This design comes from an exercise in tuning for small area, a short achievable clock period and few clock cycles on the open sky130 flow, not from production work. RTL that was checked went through simulation tests only; none was proved equivalent to the original. Function not checked in runs 5 and 6: the RTL went through the layout flow alone. Power and IR drop assume default switching activity.

### flow/design.v
package kt_pkg;
  localparam int unsigned KW_COUNT = 14;
  localparam logic [4:0] KIND_END     = 5'd0;
  localparam logic [4:0] KIND_NUMBER  = 5'd11;
  localparam logic [4:0] KIND_SYMBOL  = 5'd12;
  localparam logic [4:0] KIND_KW_BASE = 5'd13;
  typedef struct packed {
    logic       dig;      
    logic       ltr;      
    logic       idc;      
    logic       has_tok;  
    logic [4:0] kind;     
    logic [2:0] dsplit;   
    logic [5:0] code;     
  } cls_t;
  function automatic cls_t classify(input logic [7:0] ch, input logic eoi);
    cls_t c;
    logic ws;
    c      = '0;
    ws     = (ch == 8'd32) || (ch >= 8'd9 && ch <= 8'd13);
    c.dig  = !eoi && (ch >= "0" && ch <= "9");
    c.ltr  = !eoi && ((ch >= "A" && ch <= "Z") || (ch >= "a" && ch <= "z"));
    c.idc  = c.dig || c.ltr || (!eoi && ch == "_");
    c.has_tok = eoi || !(ws || c.dig || c.ltr);
    c.code = {ch[5] & ~c.ltr, ch[4:0]};
    c.dsplit = {ch[2] | ch[3], ch[3], ch[1] | ch[3]};
    if (!eoi) begin
      case (ch)
        "+":      c.kind = 5'd1;
        "-":      c.kind = 5'd2;
        "^":      c.kind = 5'd3;
        "=":      c.kind = 5'd4;
        "<":      c.kind = 5'd5;
        ">":      c.kind = 5'd6;
        "[", "(": c.kind = 5'd7;
        "]", ")": c.kind = 5'd8;
        ";":      c.kind = 5'd9;
        ":":      c.kind = 5'd10;
        default:  c.kind = KIND_END;
      endcase
    end
    classify = c;
  endfunction
  function automatic logic [3:0] kw_len(input int idx);
    logic [3:0] l;
    case (idx)
      0:       l = 4'd2;
      1:       l = 4'd4;
      2:       l = 4'd5;
      3:       l = 4'd5;
      4:       l = 4'd3;
      5:       l = 4'd9;
      6:       l = 4'd6;
      7:       l = 4'd3;
      8:       l = 4'd3;
      9:       l = 4'd3;
      10:      l = 4'd2;
      11:      l = 4'd7;
      12:      l = 4'd4;
      default: l = 4'd6;
    endcase
    kw_len = l;
  endfunction
  function automatic logic [71:0] kw_text(input int idx);
    logic [71:0] w;
    case (idx)
      0:       w = "IF";
      1:       w = "ELSE";
      2:       w = "WHILE";
      3:       w = "BEGIN";
      4:       w = "END";
      5:       w = "PROCEDURE";
      6:       w = "DEFINE";
      7:       w = "SET";
      8:       w = "AND";
      9:       w = "XOR";
      10:      w = "OR";
      11:      w = "INTEGER";
      12:      w = "CHAR";
      default: w = "RETURN";
    endcase
    kw_text = w;
  endfunction
  function automatic logic [4:0] kw_char(input int idx, input int pos);
    logic [71:0] w;
    w = kw_text(idx);
    kw_char = w[8*(int'(kw_len(idx)) - 1 - pos) +: 5];
  endfunction
endpackage
module kt_ident_mem (
  input  logic        clk_i,
  input  logic        wr_en_i,
  input  logic [5:0]  wr_addr_i,
  input  logic [5:0]  wr_code_i,
  input  logic [7:0]  rd_row_i,     
  input  logic [7:0]  rd_lane_i,    
  output logic [55:0] rd_text_o
);
  logic [5:0] mem_q [64];
  always_ff @(posedge clk_i) begin
    for (int a = 0; a < 64; a++) begin
      if (wr_en_i && wr_addr_i == 6'(a)) begin
        mem_q[a] <= wr_code_i;
      end
    end
  end
  always_comb begin
    rd_text_o = '0;
    for (int l = 0; l < 8; l++) begin
      for (int r = 0; r < 8; r++) begin
        if (rd_row_i[r] && rd_lane_i[l]) begin
          rd_text_o[7*l +: 6] = rd_text_o[7*l +: 6] | mem_q[8*r+l];
        end
      end
      rd_text_o[7*l+6] = rd_lane_i[l] && !rd_text_o[7*l+5];
    end
  end
endmodule
module kt_kw_match (
  input  logic       clk_i,
  input  logic       rst_ni,
  input  logic       upd_i,     
  input  logic [6:0] pos_i,     
  input  logic       let_i,
  input  logic [4:0] ch_i,      
  output logic       hit_o,
  output logic [4:0] kind_o
);
  logic [kt_pkg::KW_COUNT-1:0] cand_q;
  logic [kt_pkg::KW_COUNT-1:0] ok;
  always_comb begin
    for (int i = 0; i < kt_pkg::KW_COUNT; i++) begin
      ok[i] = 1'b0;
      for (int p = 0; p < int'(kt_pkg::kw_len(i)); p++) begin
        if (pos_i == 7'(p) && ch_i == kt_pkg::kw_char(i, p)) ok[i] = let_i;
      end
    end
  end
  always_ff @(posedge clk_i) begin
    if (upd_i) begin
      cand_q <= (cand_q | {kt_pkg::KW_COUNT{pos_i == 7'd0}}) & ok;
    end
  end
  always_comb begin
    hit_o  = 1'b0;
    kind_o = '0;
    for (int i = 0; i < kt_pkg::KW_COUNT; i++) begin
      if (cand_q[i] && pos_i == 7'(kt_pkg::kw_len(i))) begin
        hit_o  = 1'b1;
        kind_o = kind_o | (kt_pkg::KIND_KW_BASE + 5'(i));
      end
    end
  end
endmodule
module kt_out_reg (
  input  logic        clk_i,
  input  logic        rst_ni,
  input  logic        load_i,
  input  logic [4:0]  kind_i,
  input  logic        is_num_i,
  input  logic [6:0]  len_i,
  input  logic        is_chunk_i,
  input  logic [55:0] chunk_i,
  input  logic        last_i,
  output logic        free_o,
  output logic        valid_q_o,
  output logic        is_num_o,
  input  logic        out_ready_i,
  output logic [4:0]  token_kind_o,
  output logic [6:0]  text_length_o,
  output logic        is_chunk_o,
  output logic [63:0] text_chunk_o,
  output logic        last_o
);
  logic        valid_q;
  logic [4:0]  kind_q;
  logic        is_num_q;
  logic [6:0]  len_q;
  logic        is_chunk_q;
  logic [55:0] chunk_q;
  logic        last_q;
  assign free_o      = !valid_q || out_ready_i;
  always_ff @(posedge clk_i or negedge rst_ni) begin
    if (!rst_ni) begin
      valid_q <= 1'b0;
    end else if (free_o) begin
      valid_q <= load_i;
    end
  end
  always_ff @(posedge clk_i) begin
    if (free_o) begin
      kind_q     <= kind_i;
      is_num_q   <= is_num_i;
      len_q      <= len_i;
      is_chunk_q <= is_chunk_i;
      chunk_q    <= chunk_i;
      last_q     <= last_i;
    end
  end
  assign valid_q_o     = valid_q;
  assign is_num_o      = is_num_q;
  assign token_kind_o  = kind_q;
  assign text_length_o = len_q;
  assign is_chunk_o    = is_chunk_q;
  assign last_o        = last_q;
  always_comb begin
    for (int l = 0; l < 8; l++) begin
      text_chunk_o[8*l +: 8] = {1'b0, chunk_q[7*l +: 7]};
    end
  end
endmodule
module keyword_tokenizer_unit (
  input  logic        clk_i,
  input  logic        rst_ni,
  input  logic        in_valid_i,
  output logic        in_ready_o,
  input  logic [7:0]  char_in_i,
  input  logic        end_of_input_i,
  output logic        out_valid_o,
  input  logic        out_ready_i,
  output logic [4:0]  token_kind_o,
  output logic [31:0] number_value_o,
  output logic [6:0]  text_length_o,
  output logic        is_chunk_o,
  output logic [63:0] text_chunk_o,
  output logic        last_o
);
  logic         rdy_q;
  logic         ir_v_q, sk_v_q;
  logic [8:0]   sk_q;           
  kt_pkg::cls_t ir_q;           
  logic [8:0]   ir_src;
  logic         consume;
  logic         in_fire, ir_free, sk_v_d;
  assign ir_src     = sk_v_q ? sk_q : {end_of_input_i, char_in_i};
  assign in_ready_o = rdy_q;
  assign in_fire    = in_valid_i && rdy_q;
  assign ir_free    = !ir_v_q || consume;
  assign sk_v_d     = !ir_free && (sk_v_q || in_fire);
  always_ff @(posedge clk_i or negedge rst_ni) begin
    if (!rst_ni) begin
      rdy_q  <= 1'b1;
      ir_v_q <= 1'b0;
      sk_v_q <= 1'b0;
    end else begin
      rdy_q  <= !sk_v_d;
      ir_v_q <= !ir_free || sk_v_q || in_fire;
      sk_v_q <= sk_v_d;
    end
  end
  always_ff @(posedge clk_i) begin
    if (rdy_q) sk_q <= {end_of_input_i, char_in_i};
    if (ir_free) ir_q <= kt_pkg::classify(ir_src[7:0], ir_src[8]);
  end
  logic        m_num_q, m_id_q;    
  logic [31:0] acc_q;              
  logic [6:0]  len_q;              
  logic [2:0]  base_q;             
  logic [2:0]  wrp_q;              
  logic        sq_ch_q;            
  logic [2:0]  sq_row_q;           
  logic [2:0]  sq_lrow_q;          
  logic [2:0]  sq_llane_q;         
  logic        sq_own_q;           
  logic [4:0]  sq_kind_q;
  logic        sl_v_q;             
  logic [4:0]  sl_kind_q;
  kt_pkg::cls_t cls;
  assign cls = ir_q;
  logic out_free, o_valid, o_is_num, o_is_chunk;
  logic [7:0]  n_row, n_lane;
  logic [55:0] n_chunk;
  logic kw_hit;
  logic [4:0] kw_kind;
  logic cont_num, cont_id, cont, pend, need_out, sym;
  logic end_only, start_id, start_num;
  logic sq_idle;
  logic wr_ok, act, lex_emit, wr_en;
  logic [2:0] wr_row;
  assign cont_num  = m_num_q && cls.dig;
  assign cont_id   = m_id_q && cls.idc && !len_q[6];
  assign cont      = cont_num || cont_id;
  assign pend      = m_num_q || m_id_q;
  assign need_out  = !cont && (pend || cls.has_tok);
  assign sym       = m_id_q && !kw_hit;
  assign end_only  = m_id_q && !cont && cls.ltr;    
  assign start_id  = !m_id_q && cls.ltr;
  assign start_num = !cont && cls.dig;
  assign sq_idle   = !sq_ch_q && !sq_own_q && !sl_v_q;
  logic [7:0] blk_q;
  logic [7:0] wrow_q;              
  assign wr_row = wrp_q;
  assign wr_ok  = !(|(blk_q & wrow_q));
  logic [1:0] act_r, lex_emit_r, wr_en_r, sq_emit_r, acc_we_r, enq_r;
  logic       lone;
  assign lone = !cont && !pend && cls.has_tok;
  for (genvar r = 0; r < 2; r++) begin : g_rdy
    logic free_r, can_out_r, num_shown_r;
    assign free_r      = !o_valid || (r == 1);
    assign can_out_r   = free_r && sq_idle;
    assign num_shown_r = o_valid && o_is_num && (r == 0);
    assign lex_emit_r[r] = ir_v_q && need_out && can_out_r;
    assign wr_en_r[r]    = ir_v_q && ((cont_id && wr_ok) ||
                                      (start_id && (need_out ? can_out_r : wr_ok)));
    assign sq_emit_r[r]  = free_r && !sq_idle;
    assign enq_r[r]      = ir_v_q && lone && !can_out_r && !sl_v_q;
    assign acc_we_r[r]   = ir_v_q && cls.dig && !cont_id && !num_shown_r;
    always_comb begin
      act_r[r] = 1'b0;
      if (ir_v_q) begin
        if (cont_num)       act_r[r] = !num_shown_r;
        else if (cont_id)   act_r[r] = wr_ok;
        else if (lone)      act_r[r] = can_out_r || !sl_v_q;
        else if (need_out)  act_r[r] = can_out_r;
        else if (start_id)  act_r[r] = wr_ok;
        else if (start_num) act_r[r] = !num_shown_r;
        else                act_r[r] = 1'b1;
      end
    end
  end
  logic acc_we, sq_emit, enq;
  assign act      = act_r[out_ready_i];
  assign lex_emit = lex_emit_r[out_ready_i];
  assign wr_en    = wr_en_r[out_ready_i];
  assign sq_emit  = sq_emit_r[out_ready_i];
  assign acc_we   = acc_we_r[out_ready_i];
  assign enq      = enq_r[out_ready_i];
  assign consume  = act && !end_only;
  always_ff @(posedge clk_i or negedge rst_ni) begin
    if (!rst_ni) begin
      m_num_q <= 1'b0;
      m_id_q  <= 1'b0;
      len_q   <= '0;
    end else if (act) begin
      if (!cont) begin
        m_num_q <= start_num;
        m_id_q  <= start_id;
      end
      if (wr_en)       len_q <= len_q + 7'd1;
      else if (!cont)  len_q <= '0;
    end
  end
  logic [30:0] acc_x5, ax_a, ax_b;
  logic [31:0] ax_g [6];
  logic [31:0] ax_p [6];
  always_comb begin
    ax_a     = acc_q[30:0];
    ax_b     = {acc_q[28:0], cls.dsplit[2:1]};
    ax_g[0]  = {ax_a & ax_b, cls.dsplit[0]};
    ax_p[0]  = {ax_a ^ ax_b, 1'b0};
    for (int l = 0; l < 5; l++) begin
      for (int i = 0; i < 32; i++) begin
        if (i >= (1 << l)) begin
          ax_g[l+1][i] = ax_g[l][i] | (ax_p[l][i] & ax_g[l][i - (1 << l)]);
          ax_p[l+1][i] = ax_p[l][i] & ax_p[l][i - (1 << l)];
        end else begin
          ax_g[l+1][i] = ax_g[l][i];
          ax_p[l+1][i] = ax_p[l][i];
        end
      end
    end
    acc_x5 = ax_p[0][31:1] ^ ax_g[5][30:0];
  end
  always_ff @(posedge clk_i) begin
    if (acc_we) begin
      acc_q <= m_num_q ? {acc_x5, cls.code[0]} : {28'd0, cls.code[3:0]};
    end
  end
  always_ff @(posedge clk_i or negedge rst_ni) begin
    if (!rst_ni) begin
      wrp_q  <= '0;
      wrow_q <= 8'd1;
      base_q <= '0;
    end else if (wr_en) begin
      if (len_q[2:0] == 3'd7) begin
        wrp_q  <= wrp_q + 3'd1;
        wrow_q <= {wrow_q[6:0], wrow_q[7]};
      end
    end else if (act && !cont && m_id_q) begin
      wrp_q  <= sym ? lrow + 3'd1 : base_q;
      wrow_q <= 8'(1) << (sym ? lrow + 3'd1 : base_q);
      if (sym) base_q <= lrow + 3'd1;
    end
  end
  logic       w_v_q;
  logic [5:0] w_addr_q, w_code_q;
  always_ff @(posedge clk_i or negedge rst_ni) begin
    if (!rst_ni) begin
      w_v_q <= 1'b0;
    end else begin
      w_v_q <= wr_en;
    end
  end
  always_ff @(posedge clk_i) begin
    w_addr_q <= {wrp_q, len_q[2:0]};
    w_code_q <= cls.code;
  end
  logic sq_lastc;
  logic [6:0] len_m1;
  logic [2:0] lrow;
  assign sq_lastc = (sq_row_q == sq_lrow_q);
  assign len_m1   = len_q - 7'd1;
  assign lrow     = wrp_q - {2'b00, len_q[2:0] == 3'd0};
  always_ff @(posedge clk_i or negedge rst_ni) begin
    if (!rst_ni) begin
      sq_ch_q  <= 1'b0;
      sq_own_q <= 1'b0;
    end else if (lex_emit) begin
      sq_ch_q  <= sym;
      sq_own_q <= pend && cls.has_tok;
    end else if (sq_emit) begin
      if (sq_ch_q)       sq_ch_q <= !sq_lastc;
      else if (sq_own_q) sq_own_q <= 1'b0;
    end
  end
  always_ff @(posedge clk_i or negedge rst_ni) begin
    if (!rst_ni) begin
      sl_v_q <= 1'b0;
    end else if (enq) begin
      sl_v_q <= 1'b1;
    end else if (sq_emit && !sq_ch_q && !sq_own_q) begin
      sl_v_q <= 1'b0;
    end
  end
  always_ff @(posedge clk_i) begin
    if (enq) sl_kind_q <= cls.kind;
  end
  always_ff @(posedge clk_i) begin
    if (lex_emit) begin
      sq_row_q   <= base_q;
      sq_lrow_q  <= lrow;
      sq_llane_q <= len_m1[2:0];
      sq_kind_q  <= cls.kind;
    end else if (sq_emit && sq_ch_q) begin
      sq_row_q <= sq_row_q + 3'd1;
    end
  end
  always_ff @(posedge clk_i or negedge rst_ni) begin
    if (!rst_ni) begin
      blk_q <= '0;
    end else if (lex_emit && sym) begin
      for (int r = 0; r < 8; r++) begin
        blk_q[r] <= 3'(3'(r) - base_q) <= len_m1[5:3];
      end
    end else if (sq_emit && sq_ch_q) begin
      blk_q <= blk_q & ~n_row;
    end
  end
  kt_ident_mem u_mem (
    .clk_i     (clk_i),
    .wr_en_i   (w_v_q),
    .wr_addr_i (w_addr_q),
    .wr_code_i (w_code_q),
    .rd_row_i  (n_row),
    .rd_lane_i (n_lane),
    .rd_text_o (n_chunk)
  );
  kt_kw_match u_kw (
    .clk_i  (clk_i),
    .rst_ni (rst_ni),
    .upd_i  (wr_en),
    .pos_i  (len_q),
    .let_i  (cls.ltr),
    .ch_i   (cls.code[4:0]),
    .hit_o  (kw_hit),
    .kind_o (kw_kind)
  );
  logic [4:0]  n_kind;
  logic        n_is_num;
  logic [6:0]  n_len;
  logic        n_is_chunk;
  logic        n_last;
  always_comb begin
    n_kind     = '0;
    n_is_num   = 1'b0;
    n_len      = '0;
    n_is_chunk = 1'b0;
    n_row      = '0;
    n_lane     = '0;
    n_last     = 1'b1;
    if (sq_idle) begin
      n_last = !sym && !(pend && cls.has_tok);
      if (m_num_q) begin
        n_kind   = kt_pkg::KIND_NUMBER;
        n_is_num = 1'b1;
      end else if (m_id_q) begin
        if (kw_hit) begin
          n_kind = kw_kind;
        end else begin
          n_kind = kt_pkg::KIND_SYMBOL;
          n_len  = len_q;
        end
      end else begin
        n_kind = cls.kind;
      end
    end else if (sq_ch_q) begin
      n_kind     = kt_pkg::KIND_SYMBOL;
      n_is_chunk = 1'b1;
      n_last     = sq_lastc && !sq_own_q;
      n_row      = 8'(1) << sq_row_q;
      n_lane     = '1;
      for (int l = 0; l < 8; l++) begin
        n_lane[l] = !sq_lastc || 3'(l) <= sq_llane_q;
      end
    end else if (sq_own_q) begin
      n_kind = sq_kind_q;
    end else begin
      n_kind = sl_kind_q;
    end
  end
  kt_out_reg u_out (
    .clk_i         (clk_i),
    .rst_ni        (rst_ni),
    .load_i        (lex_emit || sq_emit),
    .kind_i        (n_kind),
    .is_num_i      (n_is_num),
    .len_i         (n_len),
    .is_chunk_i    (n_is_chunk),
    .chunk_i       (n_chunk),
    .last_i        (n_last),
    .free_o        (out_free),
    .valid_q_o     (o_valid),
    .is_num_o      (o_is_num),
    .out_ready_i   (out_ready_i),
    .token_kind_o  (token_kind_o),
    .text_length_o (text_length_o),
    .is_chunk_o    (o_is_chunk),
    .text_chunk_o  (text_chunk_o),
    .last_o        (last_o)
  );
  assign out_valid_o    = o_valid;
  assign is_chunk_o     = o_is_chunk;
  assign number_value_o = acc_q & {32{o_is_num}};
endmodule
### flow/flow/run.sh
#!/bin/bash
# Standard layout, with the port buffers made from plain buffers (buf_2) instead of the
# delay cell buffer_ports picks by default. Each tool's output goes to its own log here.
set -euo pipefail
bash standard.sh "BUFFER_PORTS_ARGS=-buffer_cell sky130_fd_sc_hd__buf_2" finish > standard.log 2>&1
### flow/standard.sh
#!/bin/bash
# synth_recipe.tcl (not shown) runs the flow's synth.tcl, then flattens the netlist and writes it again
# the make line also repeats each setting of config.mk as NAME=value (left out here)
make -C /OpenROAD-flow-scripts/flow DESIGN_CONFIG=/design/flow/config.mk WORK_HOME=/design/flow/orfs CLKGATE_MAP_FILE= SYNTH_SCRIPT=/design/flow/synth_recipe.tcl "${@:-finish}"
### flow/config.mk
export PLATFORM = sky130hd
export DESIGN_NAME = keyword_tokenizer_unit
export DESIGN_NICKNAME = keyword_tokenizer_unit
export VERILOG_FILES = /design/flow/design.v
export SDC_FILE = /design/flow/constraint.sdc
export NUM_CORES = 4
export LEC_CHECK = 0
export ABC_CLOCK_PERIOD_IN_PS = 2500
export CAP_MARGIN = 20
export CORE_MARGIN = 2
export CORE_UTILIZATION = 40
export CTS_BUF_LIST = sky130_fd_sc_hd__clkbuf_16
export CTS_CLUSTER_DIAMETER = 60
export CTS_CLUSTER_SIZE = 24
export SETUP_SLACK_MARGIN = 3.7
export SLEW_MARGIN = 20
### flow/constraint.sdc
create_clock -name core_clock -period 7.0 [get_ports {clk_i}]
set_input_delay 1.4000 -clock core_clock [delete_from_list [all_inputs] [get_ports {clk_i}]]
set_output_delay 1.4000 -clock core_clock [all_outputs]
set_load 0.01 [all_outputs]
==> summary.txt, run 1 <==
Worst EP required=around 7.5 ns; final hold violation count=0; share of layout cells above drive strength 1=between 10% and 20%; sw power=4.63 mW; R2R Path Start=len_q[0]$_DFFE_PN0P_; first-pass GRT wire length=about 97000 um; vias in the first global route=~16000; DIE WIDTH=256 um; Yosys cell types=91; DP HPWL=about 40000 um; Top FF cell, synth=edfxtp_1; Final Cycle Share=around 44%; CTS tree=built; CP startpoint=len_q[0]$_DFFE_PN0P_; final setup vio count=0; Post-DRT Antenna Nets=0; worst min-delay path category=register to register; Clock Pin Slew Worst Setup and Hold Paths=0.08 ns; RSZ-0062 raised after global routing=no; Critical Path Source Type=register; DRC=0; register share of total power=~44%; I/O pin count=between 100 and 150; TritonRoute pass-1 iters=6; Max VDD drop=256 uV; Max-slew headroom=between 10% and 20%; Clock power frac=between 20 and 25%; total track usage=a little under a fifth; fin crit period=just over 3 ns; commonest non-fill, non-tap cells in the layout=543 x edfxtp_1, 142 x nor2_1, 116 x buf_2, 98 x nand2_1, 90 x a222oi_1; Pwr Total=around 12 mW; P_leak=between 9 and 10 nW; critical path class=register to register; area of the mapped netlist=around 25000 um^2; CP Max Fanout=8; initial antenna violation count=0; Synth Instances=between 1500 and 2000; number of flops mapped to enable cells by yosys=roughly 540; CTS Buffer Depth=3; Slew Limit Fails=0; asr flop ratio synth=approximately 6.6%; diode count=0; Synthesis Warnings=7; DR vias=approximately 16000; P_int=7.73 mW; critical path capture point type=register; Layout Nets=about 2000; die height=approximately 260 um; Worst-Skew Late Latency=0.61 ns; wire length per cell=between 20 and 25 um; Setup crit end=wrow_q[4]$_DFFE_PN0P_; R2R depth=13; starting DRC count in detailed routing=2107; CTS buffer count=between 40 and 50; Worst R2R Setup Slack=between 3 and 4 ns; Fmax=around 0.32 GHz; gpl congestion=0.874; Root Driver=clkbuf_16; setup tns final=0 ns; Avg Inst Size Synth=14.0 um^2; vias per cell=just under 6; port buffer count=about 120; PD cells=~430 nW/um^2; die footprint=about 66000 um^2; Comb pwr share=roughly a third; Final Skew=0.0469 ns; Sw Ratio=a little under two fifths; max cap viols=0; Total Wirelength=63700 um; worst r2r dst=wrow_q[4]$_DFFE_PN0P_; post-synthesis sequential area ratio=between 60% and 70%; clock sinks=594; status=timing/DRC/antenna clean; H-tree lvl count=2; pin count of the biggest net entering global routing=84; CP arrival=about 3.6 ns; grt total ovfl=0; Post-CTS Hold Buffers=0; Slew @ Worst Pin=1.20 ns; row count=between 90 and 100; initial core utilization=40.3%; core area=63000 um^2; commonest non-fill, non-tap cell in the layout=edfxtp_1; FF+latch count, synth=594; Area growth syn-to-layout=12.0%
[worst max-delay path: stages, from the launching register on]
cell      delay [ns]
dfrtp_1         0.56
inv_1           0.23
ha_1            0.27
nor2b_1         0.15
ha_1            0.21
ha_1            0.27
inv_1           0.05
ha_1            0.18
xor2_1          0.32
nand2b_1        0.09
mux2i_1         0.24
nor3b_1         0.22
a21oi_1         0.08
a21oi_2         0.15
[flip-flops by register name, indices dropped and copies added, names as in the netlist, 8 cells and up]
signal and flops:
u_out.chunk_q 56, wrow_q 8, blk_q 8, u_kw.cand_q 14, acc_q 32, u_mem.mem_q 384
ir_q 16, sk_q 9
[power by group through the flow]
stage,combinational (mW),clock (mW),sequential (mW)
floorplan,2.70,0,5.52
global placement,4.01,0,5.56
detailed placement,4.10,0,5.57
CTS,4.19,2.73,5.48
global route,4.63,2.87,5.55
finish,4.20,2.69,5.48
[how the worst min path moves through the flow]
| stage | slack (ns) | endpoint | cells after the start | startpoint |
|---|---|---|---|---|
| 2_1_floorplan | 0.32 | w_code_q[5]$_DFF_P_ | 0 | ir_q[5]$_DFFE_PN_ |
| 3_3_place_gp | 0.37 | w_code_q[5]$_DFF_P_ | 0 | ir_q[5]$_DFFE_PN_ |
| 3_5_place_dp | 0.36 | w_code_q[5]$_DFF_P_ | 0 | ir_q[5]$_DFFE_PN_ |
| 4_1_cts | 0.38 | w_code_q[5]$_DFF_P_ | 0 | ir_q[5]$_DFFE_PN_ |
| 5_1_grt | 0.39 | w_code_q[5]$_DFF_P_ | 0 | ir_q[5]$_DFFE_PN_ |
| 6_report | 0.37 | w_code_q[5]$_DFF_P_ | 0 | ir_q[5]$_DFFE_PN_ |
[cell type report]
type	instances	area, um^2
fillers	5603	34500
flip-flops and latches	594	17500
repair buffers	140	790
inverters	49	198
well taps	846	1060
clock buffers	43	1080
clock inverters	32	419
multi-input cells	1089	7360
[metal layers]
layer	up-vias	part of all wire (%)	routed length (um)	global-route usage, %
met2	608	47	29900	30.7
met1	8182	44	28200	26.7
met4	0	2.2	1410	5.05
li1	7372	-	-	-
met3	99	6.6	4190	3.18
met5	-	0	0	0
[through the flow]
| stage | worst slack, ns | instance area [um^2] | cells | hold slack, ns | utilization, % |
|---|---|---|---|---|---|
| finish | 3.91 | 28400 | 2793 | 0.371 | 45.2 |
| global route | 3.72 | 28400 | 2793 | 0.385 | 45.2 |
| CTS | 3.70 | 28400 | 2791 | 0.379 | 45.1 |
| detailed placement | 2.49 | 26800 | 2710 | 0.364 | 42.6 |
| global placement | 2.28 | 26800 | 2709 | 0.371 | 42.5 |
| floorplan | 3.70 | 25400 | 1821 | 0.323 | - |
[logic make-up after synthesis]
family	synth area share, %
flops	69.0
simple gates	10.2
compound gates	13.1
buf+inv	2.39
fa+ha+maj	3.18
xor+xnor	1.17
mux	0.892
other cells	0.0148
[cell usage after synthesis, types with 10 or more instances]
| cell type | count | area share, % |
|---|---|---|
| nor2b_1 | 20 | 0.49 |
| and2_1 | 49 | 1.2 |
| o21ai_0 | 70 | 1.4 |
| buf_4 | 10 | 0.30 |
| edfxtp_1 | 543 | 64 |
| buf_1 | 10 | 0.15 |
| nand2b_1 | 16 | 0.39 |
| ha_1 | 63 | 3.1 |
| dfrtp_1 | 37 | 3.6 |
| dfxtp_1 | 12 | 0.95 |
| a22oi_1 | 61 | 1.8 |
| xnor2_1 | 17 | 0.59 |
| a222oi_1 | 90 | 3.5 |
| nand3_1 | 65 | 1.3 |
| inv_1 | 46 | 0.68 |
| clkbuf_1 | 60 | 0.89 |
| nor3_1 | 27 | 0.53 |
| a21oi_1 | 58 | 1.1 |
| and3_1 | 20 | 0.49 |
| nor2_1 | 143 | 2.1 |
| a31oi_1 | 53 | 1.3 |
| a21boi_0 | 10 | 0.30 |
| xor2_1 | 17 | 0.59 |
| nand4_1 | 16 | 0.39 |
| mux2i_1 | 17 | 0.67 |
| nand2_1 | 98 | 1.4 |
| a21o_1 | 22 | 0.65 |
[what timing repair did]
action,4_1_cts,5_1_grt
pin swaps,1,0
setup endpoints to repair,80,31
buffers inserted,6,2
resized for setup,6,9
Testbench counts, summed over its fixed seeds: cycles 24,445.
==> run 2: changes to the inputs <==
--- a/flow/config.mk
+++ b/flow/config.mk
@@ -14,3 +14,3 @@
 export CTS_CLUSTER_SIZE = 24
-export SETUP_SLACK_MARGIN = 3.7
+export SETUP_SLACK_MARGIN = 4.1
 export SLEW_MARGIN = 20
==> summary.txt, run 2 <==
Max-slew headroom=30.3% (was 19.7%); status=timing/DRC/antenna clean (unchanged); Final Skew=0.0308 ns (was 0.0469 ns); Sw Ratio=37.1% (was 37.5%); critical hold path startpoint=ir_q[5]$_DFFE_PN_ (unchanged); row count=92 (unchanged); final setup vio count=0 (unchanged); Yosys cell types=91 (unchanged); CP Cell Sequence=buf_12 -> and2_1 -> buf_2 (was inv_1 -> ha_1 -> nor2b_1 -> ha_1 -> ha_1 -> inv_1 -> ha_1 -> xor2_1 -> nand2b_1 -> mux2i_1 -> nor3b_1 -> a21oi_1 -> a21oi_2); Clock power frac=21.7% (about the same); area occupied by multi-input gates=7580 um^2 (was 7360 um^2); diode count=0 (unchanged); first-pass GRT wire length=98200 um (was 97100 um); Top delay family on crit path=flip-flops (was adder cells); vias per cell=5.79 (was 5.82); R2R Path Start=len_q[0]$_DFFE_PN0P_ (unchanged); critical path capture point type=output port (was register); DR vias=16371 (was 16261); DP HPWL=39900 um (was 40000 um); core area=63000 um^2 (unchanged); Synth Area in Simple Gates=10.2% (unchanged); post-synth top area cell=edfxtp_1 (unchanged); CP arrival=1.57 ns (was 3.61 ns); P_leak=9.94 nW (was 9.70 nW); Reg area=17500 um^2 (about the same); largest registers=u_mem.mem_q x384, u_out.chunk_q x56, acc_q x32 (unchanged); die footprint=65500 um^2 (unchanged); Clock Pin Slew Worst Setup and Hold Paths=0.10 ns (was 0.08 ns); fill count=5553 (was 5603); sw power=4.73 mW (was 4.63 mW); Worst R2R Setup Slack=4.20 ns (was 3.91 ns); pin count of the biggest net entering global routing=65 (was 84); DRC=0 (unchanged); P_int=8.01 mW (was 7.73 mW); CTS buffer count=43 (unchanged); Synth Instances=1814 (unchanged); H-tree lvl count=2 (unchanged); M3 GR Usage=2.72% (was 3.18%); RSZ-0062 raised after global routing=yes (was no); commonest non-fill, non-tap cells in the layout=543 x edfxtp_1, 140 x nor2_1, 115 x buf_2, 97 x nand2_1, 90 x a222oi_1 (was 543 x edfxtp_1, 142 x nor2_1, 116 x buf_2, 98 x nand2_1, 90 x a222oi_1); number of flops mapped to enable cells by yosys=543 (unchanged); Comb pwr share=35.7% (was 34.0%); most numerous cell in the Yosys netlist=edfxtp_1 (unchanged); cell with the largest stage delay on the worst path=edfxtp_1 (was dfrtp_1); register share of total power=42.6% (was 44.3%); I/O pin count=125 (unchanged); most area-consuming cells after synthesis=edfxtp_1 64%, dfrtp_1 3.6%, a222oi_1 3.5% (unchanged); Layout Nets=2026 (was 1994); gpl congestion=0.872 (was 0.874); met2 Resource Use GR=31.2% (was 30.7%); worst r2r dst=wrow_q[3]$_DFFE_PN0P_ (was wrow_q[4]$_DFFE_PN0P_); post-synthesis sequential area ratio=69.0% (unchanged); final hold violation count=0 (unchanged); DIE WIDTH=256 um (unchanged); total track usage=19.3% (was 19.0%); FF+latch count, synth=594 (unchanged); fin crit period=2.97 ns (was 3.09 ns); Synth Area in XOR/XNOR=1.17% (unchanged); Root Driver=clkbuf_16 (unchanged); starting DRC count in detailed routing=1950 (was 2107); setup tns final=0 ns (unchanged); wire length per cell=22.8 um (about the same); Area growth syn-to-layout=14.2% (was 12.0%); clock sinks=594 (unchanged); Critical Path Source Type=register (unchanged); Synth top area share=64.2% (unchanged); sum of buffers and inverters on the critical path=2 (unchanged); Fmax=0.336 GHz (was 0.323 GHz); PD cells=440 nW/um^2 (was 435 nW/um^2); initial antenna violation count=0 (unchanged); Top FF cell, synth=edfxtp_1 (unchanged); port buffer count=116 (unchanged); die height=256 um (unchanged); register name with the most flops=u_mem.mem_q (unchanged); TritonRoute pass-1 iters=10 (was 6); Slew Limit Fails=0 (unchanged); Worst EP required=5.60 ns (was 7.52 ns); Compound-Gate Fraction of Synth Area=13.1% (unchanged); initial core utilization=40.3% (unchanged); Final Cycle Share=42.5% (was 44.2%); largest family of logic cells by synthesized area=compound AO/OA/AOI/OAI gates (unchanged); CP Max Fanout=18 (was 8); Pwr Total=12.7 mW (was 12.4 mW); Worst Hold Depth=0 (unchanged); worst hold endpoint=w_code_q[5]$_DFF_P_ (unchanged); Avg Inst Size Synth=14.0 um^2 (unchanged); critical path class=register to output port (was register to register); commonest non-fill, non-tap cell in the layout=edfxtp_1 (unchanged); busiest metal layer after global routing=met2 (unchanged); Total Wirelength=64500 um (was 63700 um); Max VDD drop=309 uV (was 256 uV); Largest register FFs=384 (unchanged); grt total ovfl=0 (unchanged); worst min-delay path category=register to register (unchanged); CTS tree=built (unchanged); Adder-Cell Fraction of Synth Area=3.18% (unchanged); Synthesis Warnings=7 (unchanged); max cap viols=0 (unchanged); mux share of post-synthesis cell area=0.892% (unchanged); Worst-Skew Late Latency=0.62 ns (was 0.61 ns); asr flop ratio synth=6.57% (unchanged); area of the mapped netlist=25400 um^2 (unchanged); Post-DRT Antenna Nets=0 (unchanged); top post-synthesis cells by count=543 x edfxtp_1, 143 x nor2_1, 98 x nand2_1, 90 x a222oi_1, 70 x o21ai_0 (unchanged); met1 usage=26.9% (was 26.7%); Slew @ Worst Pin=1.04 ns (was 1.20 ns); CTS Buffer Depth=3 (unchanged); R2R depth=12 (was 13); share of layout cells above drive strength 1=17.7% (was 14.4%); CP max stage delay=0.47 ns (was 0.56 ns); vias in the first global route=15908 (was 15885)
-- run 2: cell type report --
class / instances / share of cell area [%]
Clock buffer: 47 / 4.06
Clock inverter: 31 / 1.33
Inverter: 49 / 0.690
Multi-Input combinational cell: 1090 / 26.1
Sequential cell: 594 / 60.5
Tap cell: 846 / 3.65
Timing Repair Buffer: 171 / 3.66
-- run 2: power groups by stage --
stage          Sequential, mW  Clock [mW]  Combinational [mW]
2_1_floorplan            5.52           0                2.72
3_3_place_gp             5.51           0                4.10
3_5_place_dp             5.52           0                4.16
4_1_cts                  5.42        2.82                4.39
5_1_grt                  5.50        2.94                5.01
6_report                 5.43        2.77                4.56
-- run 2: timing repair --
item,in CTS,in global routing
pin swaps,6,12
endpoints found under the setup margin,119,85
setup buffers,16,19
hold buffers,0,0
resized for setup,24,37
gates cloned,2,0
-- run 2: cells by family (layout without fill, tap and decap cells) --
kind of cell / Yosys count / after routing
AO/OA/AOI/OAI: 453 / 454
buffers and inverters: 138 / 298
multiplexers: 21 / 21
adder cells (fa/ha/maj): 64 / 64
flip-flops: 594 / 594
AND/OR/NAND/NOR: 509 / 509
XOR/XNOR: 34 / 34
other: 1 / 8
-- run 2: worst max-delay path by stage --
stage	start	end	slack, ns	depth (start not counted)
floorplan	out_ready_i	sk_v_q$_DFF_PN0_	4.13	8
global placement	out_ready_i	sk_v_q$_DFF_PN0_	3.11	10
global route	u_out.is_num_q$_SDFFCE_PP0P_	number_value_o[20]	3.98	3
finish	u_out.is_num_q$_SDFFCE_PP0P_	number_value_o[21]	4.03	3
detailed placement	out_ready_i	sk_v_q$_DFF_PN0_	3.04	10
CTS	u_out.is_num_q$_SDFFCE_PP0P_	number_value_o[21]	4.01	3
-- run 2: stage by stage --
step / hold WS, ns / std cells / instance area [um^2] / util (%) / setup WS [ns]
global placement: 0.353 / 2713 / 26900 / 42.6 / 3.11
finish: 0.369 / 2828 / 29000 / 46.1 / 4.03
global route: 0.388 / 2828 / 29000 / 46.1 / 3.98
CTS: 0.389 / 2809 / 28700 / 45.6 / 4.01
floorplan: 0.323 / 1821 / 25500 / - / 4.13
detailed placement: 0.386 / 2713 / 26900 / 42.6 / 3.04
-- run 2: routing by layer --
layer / routed length, um / share of wire (%) / vias to the layer above
met5: 0 / 0 / -
met1: 27700 / 43 / 8199
met3: 4220 / 6.5 / 112
met2: 30700 / 48 / 618
met4: 1950 / 3.0 / 0
li1: - / - / 7442
==> run 3: changes to the inputs <==
--- a/flow/config.mk
+++ b/flow/config.mk
@@ -14,3 +14,3 @@
 export CTS_CLUSTER_SIZE = 24
-export SETUP_SLACK_MARGIN = 4.1
+export SETUP_SLACK_MARGIN = 4.0
 export SLEW_MARGIN = 20
==> summary.txt, run 3 <==
Worst EP required=5.60 ns (about the same); clock sinks=594 (unchanged); Synthesis Warnings=7 (unchanged); FF+latch count, synth=594 (unchanged); Final Skew=0.0409 ns (was 0.0308 ns); M3 GR Usage=3.10% (was 2.72%); grt total ovfl=0 (unchanged); fill count=5597 (was 5553); max cap viols=0 (unchanged); Synth Instances=1814 (unchanged); die height=256 um (unchanged); Worst-Skew Late Latency=0.61 ns (was 0.62 ns); core area=63000 um^2 (unchanged); TritonRoute pass-1 iters=9 (was 10); Largest register FFs=384 (unchanged); Total Wirelength=64400 um (was 64500 um); met2 Resource Use GR=31.1% (was 31.2%); Slew Limit Fails=0 (unchanged); PD cells=434 nW/um^2 (was 440 nW/um^2); starting DRC count in detailed routing=1852 (was 1950); commonest non-fill, non-tap cell in the layout=edfxtp_1 (unchanged); final hold violation count=0 (unchanged); CTS buffer count=42 (was 43); Slew @ Worst Pin=1.02 ns (was 1.04 ns); post-synthesis sequential area ratio=69.0% (unchanged); Yosys cell types=91 (unchanged); R2R depth=9 (was 12); top post-synthesis cells by count=543 x edfxtp_1, 143 x nor2_1, 98 x nand2_1, 90 x a222oi_1, 70 x o21ai_0 (unchanged); DR vias=16387 (was 16371); critical path class=register to output port (unchanged); Pwr Total=12.4 mW (was 12.7 mW); worst r2r dst=acc_q[28]$_SDFFCE_PN0P_ (was wrow_q[3]$_DFFE_PN0P_); asr flop ratio synth=6.57% (unchanged); R2R Path Start=acc_q[1]$_DFFE_PP_ (was len_q[0]$_DFFE_PN0P_); vias per cell=5.84 (was 5.79); wire length per cell=22.9 um (was 22.8 um); setup tns final=0 ns (unchanged); post-place setup slack=2.90 ns (was 3.04 ns); Layout Nets=2005 (was 2026); row count=92 (unchanged); CTS tree=built (unchanged); P_leak=9.77 nW (was 9.94 nW); Top FF cell, synth=edfxtp_1 (unchanged); gpl congestion=0.845 (was 0.872); final core occ=45.5% (was 46.1%); Post-DRT Antenna Nets=0 (unchanged); Max-slew headroom=31.6% (was 30.3%); met1 usage=26.5% (was 26.9%); Area growth syn-to-layout=12.8% (was 14.2%); I/O pin count=125 (unchanged); design area=28600 um^2 (was 29000 um^2); area of the mapped netlist=25400 um^2 (unchanged); total track usage=19.1% (was 19.3%); post-synth top area cell=edfxtp_1 (unchanged); worst min-delay path category=register to register (unchanged); most area-consuming cells after synthesis=edfxtp_1 64%, dfrtp_1 3.6%, a222oi_1 3.5% (unchanged); Avg Inst Size Synth=14.0 um^2 (unchanged); critical path capture point type=output port (unchanged); initial antenna violation count=1 (was 0); RSZ-0062 raised after global routing=yes (unchanged); initial core utilization=40.3% (unchanged); Max VDD drop=279 uV (was 309 uV); final setup vio count=0 (unchanged); Setup WS post-layout=4.04 ns (was 4.03 ns); CP Max Fanout=18 (unchanged); diode count=0 (unchanged); DP HPWL=40200 um (was 39900 um); H-tree lvl count=2 (unchanged); register name with the most flops=u_mem.mem_q (unchanged); busiest metal layer after global routing=met2 (unchanged); Clock Pin Slew Worst Setup and Hold Paths=0.09 ns (was 0.10 ns); critical hold path startpoint=ir_q[5]$_DFFE_PN_ (unchanged); DIE WIDTH=256 um (unchanged); DRC=0 (unchanged); DP Area=26800 um^2 (was 26900 um^2); commonest non-fill, non-tap cells in the layout=543 x edfxtp_1, 140 x nor2_1, 115 x buf_2, 98 x nand2_1, 90 x a222oi_1 (was 543 x edfxtp_1, 140 x nor2_1, 115 x buf_2, 97 x nand2_1, 90 x a222oi_1); vias in the first global route=16000 (was 15908); die footprint=65500 um^2 (unchanged); largest registers=u_mem.mem_q x384, u_out.chunk_q x56, acc_q x32 (unchanged); Critical Path Source Type=register (unchanged); most numerous cell in the Yosys netlist=edfxtp_1 (unchanged); number of flops mapped to enable cells by yosys=543 (unchanged); share of layout cells above drive strength 1=15.8% (was 17.7%); Worst Hold Depth=0 (unchanged); Fmax=0.338 GHz (was 0.336 GHz); port buffer count=116 (unchanged); Worst R2R Setup Slack=4.05 ns (was 4.20 ns); CTS Buffer Depth=3 (unchanged); CP arrival=1.56 ns (was 1.57 ns); Synth top area share=64.2% (unchanged); status=timing/DRC/antenna clean (unchanged); Final Cycle Share=42.2% (was 42.5%); pin count of the biggest net entering global routing=72 (was 65); fin crit period=2.96 ns (was 2.97 ns); worst hold endpoint=w_code_q[5]$_DFF_P_ (unchanged); first-pass GRT wire length=97200 um (was 98200 um); Post-CTS Hold Buffers=0 (unchanged); Root Driver=clkbuf_16 (unchanged)
==> run 3: cell counts after synthesis <==
No cell type changed its count.
==> run 3: how the worst max path moves through the flow <==
stage / slack [ns] / from / cells after the start / end
final: 4.04 / u_out.is_num_q$_SDFFCE_PP0P_ / 3 / number_value_o[0]
after global routing: 3.93 / len_q[0]$_DFFE_PN0P_ / 13 / wrow_q[0]$_DFFE_PN1P_
after CTS: 4.00 / out_ready_i / 10 / sk_v_q$_DFF_PN0_
after detailed placement: 2.90 / out_ready_i / 10 / sk_v_q$_DFF_PN0_
after global placement: 2.95 / out_ready_i / 10 / sk_v_q$_DFF_PN0_
after floorplan: 4.02 / out_ready_i / 8 / sk_v_q$_DFF_PN0_
==> run 3: cells by family (layout without fill, tap and decap cells) <==
| kind of cell | after synthesis | in the layout | share of synthesized area, % |
|---|---|---|---|
| XOR/XNOR | 34 | 34 | 1.17 |
| multiplexers | 21 | 21 | 0.892 |
| AO/OA/AOI/OAI | 453 | 453 | 13.1 |
| flip-flops | 594 | 594 | 69.0 |
| adder cells (fa/ha/maj) | 64 | 64 | 3.18 |
| buffers and inverters | 138 | 276 | 2.39 |
| other | 1 | 8 | 0.0148 |
| AND/OR/NAND/NOR | 509 | 509 | 10.2 |
==> run 3: power breakdown <==
| part | internal, mW | total [mW] | switching (mW) | leakage, nW |
|---|---|---|---|---|
| clock network | 1.26 | 2.66 | 1.39 | 0.728 |
| registers | 4.95 | 5.43 | 0.475 | 5.60 |
| logic | 1.54 | 4.36 | 2.81 | 3.44 |
==> run 3: final cells by class <==
class,instances,area (um^2),share of cell area (%)
clock buffer,45,1130,3.93
clock inverter,30,363,1.27
inverter,49,196,0.686
multi-input combinational,1089,7440,26.0
sequential,594,17500,61.2
tap,846,1060,3.70
timing repair buffer,152,923,3.22
==> run 3: per-layer routing <==
metal  wire length, um  vias up
met1             27700     8289
met4              1650        0
met5                 0        -
met2             30700      611
met3              4380       93
li1                  -     7394
==> run 3: per-stage QoR <==
step,cells,hold slack [ns]
after floorplan,1821,0.323
after global placement,2713,0.369
after detailed placement,2713,0.388
after CTS,2796,0.406
after global routing,2805,0.405
final,2805,0.405
==> run 3: worst max-delay path, cell delays in order, from the launching register on <==
cell and delay [ns]:
edfxtp_1 0.45, buf_12 0.18, and2_1 0.19, buf_2 0.14
==> run 3: repair_timing <==
| action | 4_1_cts | 5_1_grt |
|---|---|---|
| gates resized for setup | 11 | 27 |
| endpoints found under the setup margin | 112 | 50 |
| buffers inserted | 8 | 8 |
| gates cloned | 0 | 1 |
| pin swaps | 3 | 3 |
==> run 4: changes to the inputs <==
--- a/flow/config.mk
+++ b/flow/config.mk
@@ -10,3 +10,3 @@
 export CORE_MARGIN = 2
-export CORE_UTILIZATION = 40
+export CORE_UTILIZATION = 50
 export CTS_BUF_LIST = sky130_fd_sc_hd__clkbuf_16
==> summary.txt, run 4 <==
setup tns final=0 ns (unchanged); grt total ovfl=0 (unchanged); Worst EP required=5.60 ns (about the same); pin count of the biggest net entering global routing=72 (unchanged); Fmax=0.327 GHz (was 0.338 GHz); Setup WS post-layout=3.94 ns (was 4.04 ns); critical path class=register to output port (unchanged); Worst-Skew Late Latency=0.60 ns (was 0.61 ns); Avg Inst Size Synth=14.0 um^2 (unchanged); TritonRoute pass-1 iters=7 (was 9); top post-synthesis cells by count=543 x edfxtp_1, 143 x nor2_1, 98 x nand2_1, 90 x a222oi_1, 70 x o21ai_0 (unchanged); CTS buffer count=44 (was 42); Post-DRT Antenna Nets=0 (unchanged); Area growth syn-to-layout=12.9% (was 12.8%); critical hold path startpoint=ir_q[5]$_DFFE_PN_ (unchanged); Final Cycle Share=43.7% (was 42.2%); most area-consuming cells after synthesis=edfxtp_1 64%, dfrtp_1 3.6%, a222oi_1 3.5% (unchanged); register name with the most flops=u_mem.mem_q (unchanged); CP max stage delay=0.47 ns (was 0.45 ns); CP arrival=1.66 ns (was 1.56 ns); fin crit period=3.06 ns (was 2.96 ns); worst min-delay path category=register to register (unchanged); cell with the largest stage delay on the worst path=edfxtp_1 (unchanged); initial core utilization=50.6% (was 40.3%); total track usage=23.8% (was 19.1%); Clock Pin Slew Worst Setup and Hold Paths=0.09 ns (about the same); commonest non-fill, non-tap cells in the layout=543 x edfxtp_1, 141 x nor2_1, 97 x nand2_1, 97 x buf_2, 90 x a222oi_1 (was 543 x edfxtp_1, 140 x nor2_1, 115 x buf_2, 98 x nand2_1, 90 x a222oi_1); CTS tree=built (unchanged); port buffer count=116 (unchanged); number of flops mapped to enable cells by yosys=543 (unchanged); Synth Instances=1814 (unchanged); PD cells=439 nW/um^2 (was 434 nW/um^2); wire length per cell=24.0 um (was 22.9 um); gpl congestion=0.878 (was 0.845); CP Depth=4 (was 3); largest registers=u_mem.mem_q x384, u_out.chunk_q x56, acc_q x32 (unchanged); first-pass GRT wire length=95800 um (was 97200 um); max cap viols=0 (unchanged); Root Driver=clkbuf_16 (unchanged); DR vias=16209 (was 16387); DRC=0 (unchanged); initial antenna violation count=0 (was 1); die height=229 um (was 256 um); fin cells=2633 (was 2805); Final Skew=0.0283 ns (was 0.0409 ns); Critical Path Source Type=register (unchanged); R2R depth=6 (was 9); row count=82 (was 92); H-tree lvl count=2 (unchanged); Synthesis Warnings=7 (unchanged); FF+latch count, synth=594 (unchanged); final hold violation count=0 (unchanged); Synth top area share=64.2% (unchanged); post-synth top area cell=edfxtp_1 (unchanged); vias in the first global route=15964 (was 16000); RSZ-0062 raised after global routing=yes (unchanged); Worst R2R Setup Slack=4.04 ns (was 4.05 ns); Worst Hold Depth=0 (unchanged); worst r2r dst=u_out.chunk_q[34]$_DFFE_PP_ (was acc_q[28]$_SDFFCE_PN0P_); R2R Path Start=sq_ch_q$_DFFE_PN0P_ (was acc_q[1]$_DFFE_PP_); die footprint=52600 um^2 (was 65500 um^2); dpl cells=2535 (was 2713); core area=50200 um^2 (was 63000 um^2); most frequent cell on the critical path=buf_6; commonest non-fill, non-tap cell in the layout=edfxtp_1 (unchanged); DIE WIDTH=229 um (was 256 um); clock sinks=594 (unchanged); Slew Limit Fails=0 (unchanged); area of the mapped netlist=25400 um^2 (unchanged); Layout Nets=2007 (was 2005); Top FF cell, synth=edfxtp_1 (unchanged); asr flop ratio synth=6.57% (unchanged); worst hold endpoint=w_code_q[5]$_DFF_P_ (unchanged); Post-CTS Hold Buffers=0 (unchanged); Yosys cell types=91 (unchanged); final setup vio count=0 (unchanged); share of layout cells above drive strength 1=16.6% (was 15.8%); starting DRC count in detailed routing=1777 (was 1852); P_leak=9.86 nW (was 9.77 nW); DP HPWL=39500 um (was 40200 um); I/O pin count=125 (unchanged); most numerous cell in the Yosys netlist=edfxtp_1 (unchanged); Largest register FFs=384 (unchanged); Total Wirelength=63100 um (was 64400 um); CTS Buffer Depth=3 (unchanged); Top delay family on crit path=flip-flops (unchanged); post-synthesis sequential area ratio=69.0% (unchanged); CP Max Fanout=5 (was 18); post-place setup slack=2.97 ns (was 2.90 ns); vias per cell=6.16 (was 5.84); Slew @ Worst Pin=1.19 ns (was 1.02 ns); Max VDD drop=311 uV (was 279 uV); critical path capture point type=output port (unchanged); status=timing/DRC/antenna clean (unchanged); final core occ=57.1% (was 45.5%); CP Cell Sequence=buf_6 -> clkbuf_16 -> and2_4 -> buf_6 (was buf_12 -> and2_1 -> buf_2); diode count=0 (unchanged); sum of buffers and inverters on the critical path=3 (was 2); Max-slew headroom=20.4% (was 31.6%)
[run 4: cell counts after synthesis]
Identical to the previous run, type by type.
[run 4: power breakdown]
group,internal (mW),switching (mW),total [mW]
sequential,4.96,0.560,5.52
combinational,1.63,2.73,4.35
clock,1.32,1.41,2.72
total,7.90,4.69,12.6
[run 4: final cells by class]
cell class,instances,area [um^2]
clock buffers,45,1130
clock inverters,32,422
fillers,3972,21500
inverters,49,190
multi-input cells,1089,7480
flip-flops and latches,594,17500
well taps,672,841
repair buffers,152,1070
[run 4: per-layer routing]
| metal | routed length (um) | up-vias | global-route usage [%] |
|---|---|---|---|
| met4 | 1690 | 0 | 6.96 |
| met2 | 30300 | 627 | 39.1 |
| li1 | - | 7416 | - |
| met1 | 27200 | 8067 | 33.0 |
| met5 | 0 | - | 0 |
| met3 | 3930 | 99 | 3.49 |
[run 4: worst reg2reg max path, cell delays in order (launching register included)]
cell	delay, ns
dfrtp_1	0.33
buf_4	0.35
and3_2	0.73
buf_4	0.51
a222oi_1	0.20
a31oi_1	0.39
nor3_1	0.16
[run 4: worst max-delay path by stage]
stage,from,end,slack (ns)
finish,u_out.is_num_q$_SDFFCE_PP0P_,number_value_o[4],3.94
global route,out_ready_i,sk_v_q$_DFF_PN0_,3.89
CTS,u_out.is_num_q$_SDFFCE_PP0P_,number_value_o[0],3.99
detailed placement,out_ready_i,sk_v_q$_DFF_PN0_,2.97
global placement,out_ready_i,sk_v_q$_DFF_PN0_,3.04
floorplan,out_ready_i,sk_v_q$_DFF_PN0_,4.02
[run 4: kinds of logic (layout without fill, tap and decap cells)]
logic type	after synthesis	after routing	synth area share, %
multiplexers	21	21	0.892
AND/OR/NAND/NOR	509	509	10.2
other	1	8	0.0148
flip-flops	594	594	69.0
buffers and inverters	138	278	2.39
AO/OA/AOI/OAI	453	453	13.1
adder cells (fa/ha/maj)	64	64	3.18
XOR/XNOR	34	34	1.17
[run 4: stage by stage]
stage / power, mW / hold WS (ns) / area, um^2
floorplan: 8.23 / 0.323 / 25500
global placement: 9.58 / 0.357 / 26600
detailed placement: 9.65 / 0.357 / 26600
CTS: 12.5 / 0.376 / 28300
finish: 12.6 / 0.377 / 28700
global route: 13.3 / 0.405 / 28700
[run 4: repair_timing]
action | in CTS | in global routing
gates resized for setup | 11 | 58
pin swaps | 2 | 6
setup endpoints to repair | 108 | 80
buffers inserted | 11 | 7
cloned | 0 | 3
==> run 5: changes to the inputs <==
--- a/flow/design.v
+++ b/flow/design.v
@@ -384,15 +384,4 @@
   end
-  logic       w_v_q;
-  logic [5:0] w_addr_q, w_code_q;
-  always_ff @(posedge clk_i or negedge rst_ni) begin
-    if (!rst_ni) begin
-      w_v_q <= 1'b0;
-    end else begin
-      w_v_q <= wr_en;
-    end
-  end
-  always_ff @(posedge clk_i) begin
-    w_addr_q <= {wrp_q, len_q[2:0]};
-    w_code_q <= cls.code;
-  end
+  logic mem_we;
+  assign mem_we = ir_v_q && (cont_id || start_id) && wr_ok;
   logic sq_lastc;
@@ -450,5 +439,5 @@
     .clk_i     (clk_i),
-    .wr_en_i   (w_v_q),
-    .wr_addr_i (w_addr_q),
-    .wr_code_i (w_code_q),
+    .wr_en_i   (mem_we),
+    .wr_addr_i ({wrp_q, len_q[2:0]}),
+    .wr_code_i (cls.code),
     .rd_row_i  (n_row),
--- a/flow/config.mk
+++ b/flow/config.mk
@@ -10,3 +10,3 @@
 export CORE_MARGIN = 2
-export CORE_UTILIZATION = 50
+export CORE_UTILIZATION = 40
 export CTS_BUF_LIST = sky130_fd_sc_hd__clkbuf_16
==> summary.txt, run 5 <==
design area=29000 um^2 (was 28700 um^2); DR vias=16710 (was 16209); Critical Path Source Type=input port (was register); I/O pin count=125 (unchanged); Root Driver=clkbuf_16 (unchanged); Slew Limit Fails=0 (unchanged); first-pass GRT wire length=99600 um (was 95800 um); initial antenna violation count=1 (was 0); FF+latch count, synth=581 (was 594); TritonRoute pass-1 iters=6 (was 7); largest registers=u_mem.mem_q x384, u_out.chunk_q x56, acc_q x32 (unchanged); Max VDD drop=270 uV (was 311 uV); Avg Inst Size Synth=13.7 um^2 (was 14.0 um^2); pin count of the biggest net entering global routing=81 (was 72); diode count=0 (unchanged); CP Max Fanout=16 (was 5); Final Cycle Share=42.3% (was 43.7%); DRC=0 (unchanged); Area growth syn-to-layout=13.7% (was 12.9%); max cap viols=0 (unchanged); Clock Pin Slew Worst Setup and Hold Paths=0.07 ns (was 0.09 ns); DP HPWL=40300 um (was 39500 um); most numerous cell in the Yosys netlist=edfxtp_1 (unchanged); core area=63000 um^2 (was 50200 um^2); RSZ-0062 raised after global routing=yes (unchanged); CTS Buffer Depth=3 (unchanged); worst min-delay path category=register to register (unchanged); Largest register FFs=384 (unchanged); Worst-Skew Late Latency=0.62 ns (was 0.60 ns); Post-DRT Antenna Nets=0 (unchanged); setup tns final=0 ns (unchanged); DIE WIDTH=256 um (was 229 um); vias in the first global route=16398 (was 15964); final hold violation count=0 (unchanged); P_leak=9.96 nW (was 9.86 nW); CTS buffer count=44 (unchanged); die footprint=65700 um^2 (was 52600 um^2); area of the mapped netlist=25500 um^2 (was 25400 um^2); final setup vio count=0 (unchanged); vias per cell=5.86 (was 6.16); initial core utilization=40.5% (was 50.6%); dpl cells=2737 (was 2535); row count=92 (was 82); grt total ovfl=0 (unchanged); top post-synthesis cells by count=543 x edfxtp_1, 136 x nor2_1, 110 x nand2_1, 95 x a222oi_1, 86 x clkbuf_1 (was 543 x edfxtp_1, 143 x nor2_1, 98 x nand2_1, 90 x a222oi_1, 70 x o21ai_0); CP arrival=3.44 ns (was 1.66 ns); fin crit period=2.96 ns (was 3.06 ns); DP Area=26900 um^2 (was 26600 um^2); PD cells=384 nW/um^2 (was 439 nW/um^2); Layout Nets=2049 (was 2007); critical path capture point type=register (was output port); post-synth top area cell=edfxtp_1 (unchanged); post-synthesis sequential area ratio=67.8% (was 69.0%); asr flop ratio synth=6.54% (was 6.57%); number of flops mapped to enable cells by yosys=543 (unchanged); Final Skew=0.0413 ns (was 0.0283 ns); die height=256 um (was 229 um); share of layout cells above drive strength 1=17.5% (was 16.6%); status=timing/DRC/antenna clean (unchanged); port buffer count=116 (unchanged); starting DRC count in detailed routing=1852 (was 1777); CTS tree=built (unchanged); Synth Instances=1859 (was 1814); clock sinks=581 (was 594); gpl congestion=0.883 (was 0.878); Worst EP required=7.47 ns (was 5.60 ns); total track usage=19.5% (was 23.8%); register name with the most flops=u_mem.mem_q (unchanged); commonest non-fill, non-tap cell in the layout=edfxtp_1 (unchanged); Top FF cell, synth=edfxtp_1 (unchanged); Synth top area share=64.0% (was 64.2%); Total Wirelength=65500 um (was 63100 um); Slew @ Worst Pin=1.18 ns (was 1.19 ns); critical path class=input port to register (was register to output port); H-tree lvl count=2 (unchanged); Hold Slack=0.498 ns (was 0.377 ns); most area-consuming cells after synthesis=edfxtp_1 64%, a222oi_1 3.7%, dfrtp_1 3.5% (was edfxtp_1 64%, dfrtp_1 3.6%, a222oi_1 3.5%); Max-slew headroom=21.4% (was 20.4%); Synthesis Warnings=7 (unchanged); Fmax=0.338 GHz (was 0.327 GHz); commonest non-fill, non-tap cells in the layout=543 x edfxtp_1, 116 x buf_2, 113 x nor2_1, 108 x nand2_1, 95 x a222oi_1 (was 543 x edfxtp_1, 141 x nor2_1, 97 x nand2_1, 97 x buf_2, 90 x a222oi_1); fin cells=2851 (was 2633); Yosys cell types=87 (was 91); wire length per cell=23.0 um (was 24.0 um)
run 5: routing by layer:
| layer | global-route usage [%] | vias to the layer above | share of wire, % |
|---|---|---|---|
| met5 | 0 | - | 0 |
| met2 | 32.2 | 669 | 48 |
| met1 | 26.6 | 8331 | 42 |
| met4 | 6.25 | 0 | 2.8 |
| met3 | 3.08 | 98 | 7.0 |
| li1 | - | 7612 | - |
run 5: what timing repair did:
item / 4_1_cts / 5_1_grt
hold buffers: 0 / 0
resized for setup: 24 / 41
buffers inserted: 21 / 11
pin swaps: 5 / 2
setup endpoints to repair: 310 / 277
gates cloned: 2 / 0
run 5: area by class of cell:
type                       count  area (um^2)
fill                        5582        34000
sequential                   581        17300
multi-input combinational   1121         7820
clock buffer                  44         1100
tap                          846         1060
timing repair buffer         171         1050
clock inverter                35          443
inverter                      51          205
timing repair inverter         2         10.0
run 5: final timing paths:
path,cells past startpoint,from,to,slack [ns]
min in group asynchronous,1,rst_ni,len_q[2]$_DFFE_PN0P_,0.93
setup reg to reg,6,m_id_q$_DFFE_PN0P_,u_mem.mem_q[33][0]$_DFFE_PP_,4.08
hold / removal,2,wrow_q[0]$_DFFE_PN1P_,wrow_q[0]$_DFFE_PN1P_,0.50
hold reg to reg,2,wrow_q[0]$_DFFE_PN1P_,wrow_q[0]$_DFFE_PN1P_,0.50
max in group asynchronous,1,rst_ni,m_id_q$_DFFE_PN0P_,5.39
setup / recovery,10,out_ready_i,wrow_q[7]$_DFFE_PN0P_,4.04
run 5: stage by stage:
| stage | power (mW) | setup slack, ns | utilization [%] |
|---|---|---|---|
| finish | 11.1 | 4.04 | 46.0 |
| CTS | 11.0 | 3.99 | 45.6 |
| detailed placement | 8.22 | 2.05 | 42.7 |
| floorplan | 7.10 | 2.81 | - |
| global placement | 8.15 | 2.18 | 42.7 |
| global route | 11.7 | 3.87 | 46.0 |
run 5: logic make-up after synthesis:
family          synth area share, %
buf+inv                        2.65
simple gates                   10.5
flops                          67.8
mux                           0.889
xor+xnor                       1.06
compound gates                 14.0
fa+ha+maj                      3.17
other cells                  0.0147
run 5: report_power, final:
| group | internal, mW | leakage (nW) | switching (mW) | total [mW] |
|---|---|---|---|---|
| Sequential | 4.65 | 5.53 | 0.344 | 5.00 |
| Clock | 1.31 | 0.737 | 1.37 | 2.68 |
| Combinational | 1.15 | 3.69 | 2.28 | 3.44 |
run 5: critical path, stage by stage:
cell	delay (ns)
buf_2	0.12
nor2b_4	0.13
clkinvlp_4	0.13
buf_6	0.20
a2111o_1	0.42
and3_4	0.18
nand4_1	0.26
o21ai_2	0.13
and3_1	0.18
a311o_1	0.27
==> run 6: changes to the inputs <==
--- a/flow/config.mk
+++ b/flow/config.mk
@@ -14,3 +14,3 @@
 export CTS_CLUSTER_SIZE = 24
-export SETUP_SLACK_MARGIN = 4.0
+export SETUP_SLACK_MARGIN = 4.2
 export SLEW_MARGIN = 20
==> summary.txt, run 6 <==
commonest non-fill, non-tap cell in the layout=edfxtp_1 (unchanged); CTS tree=built (unchanged); Worst EP required=5.60 ns (was 7.47 ns); CP Max Fanout=17 (was 16); core area=63000 um^2 (unchanged); H-tree lvl count=2 (unchanged); diode count=0 (unchanged); fill count=5470 (was 5582); final setup vio count=0 (unchanged); worst min-delay path category=register to register (unchanged); DRC=0 (unchanged); port buffer count=116 (unchanged); Sw Ratio=36.3% (was 36.0%); Largest register FFs=384 (unchanged); share of layout cells above drive strength 1=23.2% (was 17.5%); initial core utilization=40.5% (unchanged); post-synthesis sequential area ratio=67.8% (unchanged); Clock Pin Slew Worst Setup and Hold Paths=0.08 ns (was 0.07 ns); wire length per cell=22.9 um (was 23.0 um); critical path capture point type=output port (was register); vias in the first global route=16557 (was 16398); die footprint=65700 um^2 (unchanged); status=timing/DRC/antenna clean (unchanged); final hold violation count=0 (unchanged); grt total ovfl=0 (unchanged); Synth Instances=1859 (unchanged); max cap viols=0 (unchanged); Max-slew headroom=16.1% (was 21.4%); RSZ-0062 raised after global routing=yes (unchanged); fin crit period=2.99 ns (was 2.96 ns); CTS buffer count=46 (was 44); row count=92 (unchanged); worst hold endpoint=wrow_q[0]$_DFFE_PN1P_ (unchanged); R2R Path Start=ir_q[7]$_DFFE_PN_ (was m_id_q$_DFFE_PN0P_); CP arrival=1.59 ns (was 3.44 ns); post-place setup slack=2.12 ns (was 2.05 ns); gpl congestion=0.861 (was 0.883); sum of buffers and inverters on the critical path=2 (was 3); Setup WS post-layout=4.01 ns (was 4.04 ns); Total Wirelength=66500 um (was 65500 um); R2R depth=10 (was 6); Top FF cell, synth=edfxtp_1 (unchanged); largest registers=u_mem.mem_q x384, u_out.chunk_q x56, acc_q x32 (unchanged); setup tns final=0 ns (unchanged); Slew @ Worst Pin=1.26 ns (was 1.18 ns); register name with the most flops=u_mem.mem_q (unchanged); total track usage=19.6% (was 19.5%); area of the mapped netlist=25500 um^2 (unchanged); top post-synthesis cells by count=543 x edfxtp_1, 136 x nor2_1, 110 x nand2_1, 95 x a222oi_1, 86 x clkbuf_1 (unchanged); most numerous cell in the Yosys netlist=edfxtp_1 (unchanged); die height=256 um (unchanged); I/O pin count=125 (unchanged); commonest non-fill, non-tap cells in the layout=543 x edfxtp_1, 115 x buf_2, 107 x nand2_1, 95 x a222oi_1, 92 x nor2_1 (was 543 x edfxtp_1, 116 x buf_2, 113 x nor2_1, 108 x nand2_1, 95 x a222oi_1); DP HPWL=40200 um (was 40300 um); Synth top area share=64.0% (unchanged); FF+latch count, synth=581 (unchanged); CTS Buffer Depth=3 (unchanged); first-pass GRT wire length=100000 um (was 99600 um); Post-DRT Antenna Nets=0 (unchanged); initial antenna violation count=1 (unchanged); most area-consuming cells after synthesis=edfxtp_1 64%, a222oi_1 3.7%, dfrtp_1 3.5% (unchanged); Area growth syn-to-layout=18.3% (was 13.7%); DIE WIDTH=256 um (unchanged); Hold Slack=0.515 ns (was 0.498 ns); critical path class=register to output port (was input port to register); TritonRoute pass-1 iters=7 (was 6); clock sinks=581 (unchanged); worst r2r dst=acc_q[24]$_SDFFCE_PN0P_ (was u_mem.mem_q[33][0]$_DFFE_PP_); Avg Inst Size Synth=13.7 um^2 (unchanged); Fmax=0.334 GHz (was 0.338 GHz); critical hold path startpoint=wrow_q[0]$_DFFE_PN1P_ (unchanged); cell with the largest stage delay on the worst path=edfxtp_1 (was a2111o_1); Worst Hold Depth=2 (unchanged); final core occ=47.8% (was 46.0%); Critical Path Source Type=register (was input port); CP Cell Sequence=buf_12 -> and2_1 -> buf_2 (was buf_2 -> nor2b_4 -> clkinvlp_4 -> buf_6 -> a2111o_1 -> and3_4 -> nand4_1 -> o21ai_2 -> and3_1 -> a311o_1); number of flops mapped to enable cells by yosys=543 (unchanged); asr flop ratio synth=6.54% (unchanged); DR vias=16999 (was 16710); vias per cell=5.85 (was 5.86); CP max stage delay=0.45 ns (was 0.42 ns); Final Skew=0.0285 ns (was 0.0413 ns); P_int=7.49 mW (was 7.12 mW); Yosys cell types=87 (unchanged); Clock power frac=24.6% (was 24.1%); P_leak=10.4 nW (was 9.96 nW); Max VDD drop=302 uV (was 270 uV); register share of total power=42.3% (was 44.9%); Synthesis Warnings=7 (unchanged); pin count of the biggest net entering global routing=80 (was 81); Comb pwr share=33.1% (was 30.9%); Final Cycle Share=42.7% (was 42.3%); starting DRC count in detailed routing=1981 (was 1852); PD cells=391 nW/um^2 (was 384 nW/um^2); sw power=4.28 mW (was 4.00 mW); Worst R2R Setup Slack=4.26 ns (was 4.08 ns); Slew Limit Fails=0 (unchanged); Top delay family on crit path=flip-flops (was compound AO/OA/AOI/OAI gates); Layout Nets=2100 (was 2049); Worst-Skew Late Latency=0.64 ns (was 0.62 ns); Root Driver=clkbuf_16 (unchanged); Pwr Total=11.8 mW (was 11.1 mW); post-synth top area cell=edfxtp_1 (unchanged)
==> run 6: what timing repair did <==
item	4_1_cts	5_1_grt
buffers inserted	26	50
gates resized for setup	82	90
gates cloned	4	4
setup endpoints to repair	578	495
hold buffers	0	0
pin swaps	8	22
==> run 6: kinds of logic after synthesis <==
family                     after synthesis  synth area share, %
xor gates and xnor gates                30                 1.06
AOI/OAI and AO/OA                      468                 14.0
DFF                                    581                 67.8
adders and majority gates               64                 3.17
and+or+nand+nor                        529                 10.5
muxes                                   22                0.889
other                                    1               0.0147
buffers and inverters                  164                 2.65
==> run 6: layout make-up <==
class / instances / area, um^2 / area share, %
Timing Repair Buffer: 218 / 1600 / 5.30
Tap cell: 846 / 1060 / 3.51
Sequential cell: 581 / 17300 / 57.3
Multi-Input combinational cell: 1123 / 8270 / 27.4
Clock inverter: 37 / 553 / 1.84
Clock buffer: 46 / 1150 / 3.82
Inverter: 51 / 216 / 0.718
Timing Repair inverter: 2 / 12.5 / 0.0415
==> run 6: metrics by stage <==
step / std cells / cell area (um^2)
3_3_place_gp: 2736 / 26900
3_5_place_dp: 2736 / 26900
2_1_floorplan: 1866 / 25700
6_report: 2904 / 30100
5_1_grt: 2904 / 30100
4_1_cts: 2849 / 29200
==> run 6: routing by layer <==
| metal | up-vias | track usage (%) | part of all wire [%] |
|---|---|---|---|
| li1 | 7723 | - | - |
| met2 | 699 | 32.8 | 48 |
| met3 | 112 | 2.42 | 6.7 |
| met1 | 8463 | 27.3 | 43 |
| met5 | - | 0 | 0.020 |
| met4 | 2 | 4.91 | 2.3 |
==> run 6: power by group through the flow <==
stage | logic, mW | clock network (mW) | registers [mW]
global route | 4.25 | 3.07 | 5.02
detailed placement | 3.16 | 0 | 5.07
CTS | 3.51 | 2.94 | 4.98
finish | 3.90 | 2.89 | 4.98
floorplan | 2.00 | 0 | 5.12
global placement | 3.11 | 0 | 5.07
==> run 6: how the worst max path moves through the flow <==
stage                                  from                     to  slack (ns)  depth (start not counted)
6_report       u_out.is_num_q$_SDFFCE_PP0P_      number_value_o[0]        4.01                          3
5_1_grt        u_out.is_num_q$_SDFFCE_PP0P_      number_value_o[0]        3.97                          3
4_1_cts        u_out.is_num_q$_SDFFCE_PP0P_      number_value_o[0]        4.00                          3
3_5_place_dp                    out_ready_i  wrow_q[7]$_DFFE_PN0P_        2.12                         10
3_3_place_gp                    out_ready_i  wrow_q[3]$_DFFE_PN0P_        2.21                         10
2_1_floorplan                   out_ready_i    m_num_q$_DFFE_PN0P_        2.81                          7
==> run 6: tightest hold or removal path: stages, from the launching register on <==
cell     delay (ns)
dfstp_2        0.39
nand2_1        0.06
o31ai_1        0.07
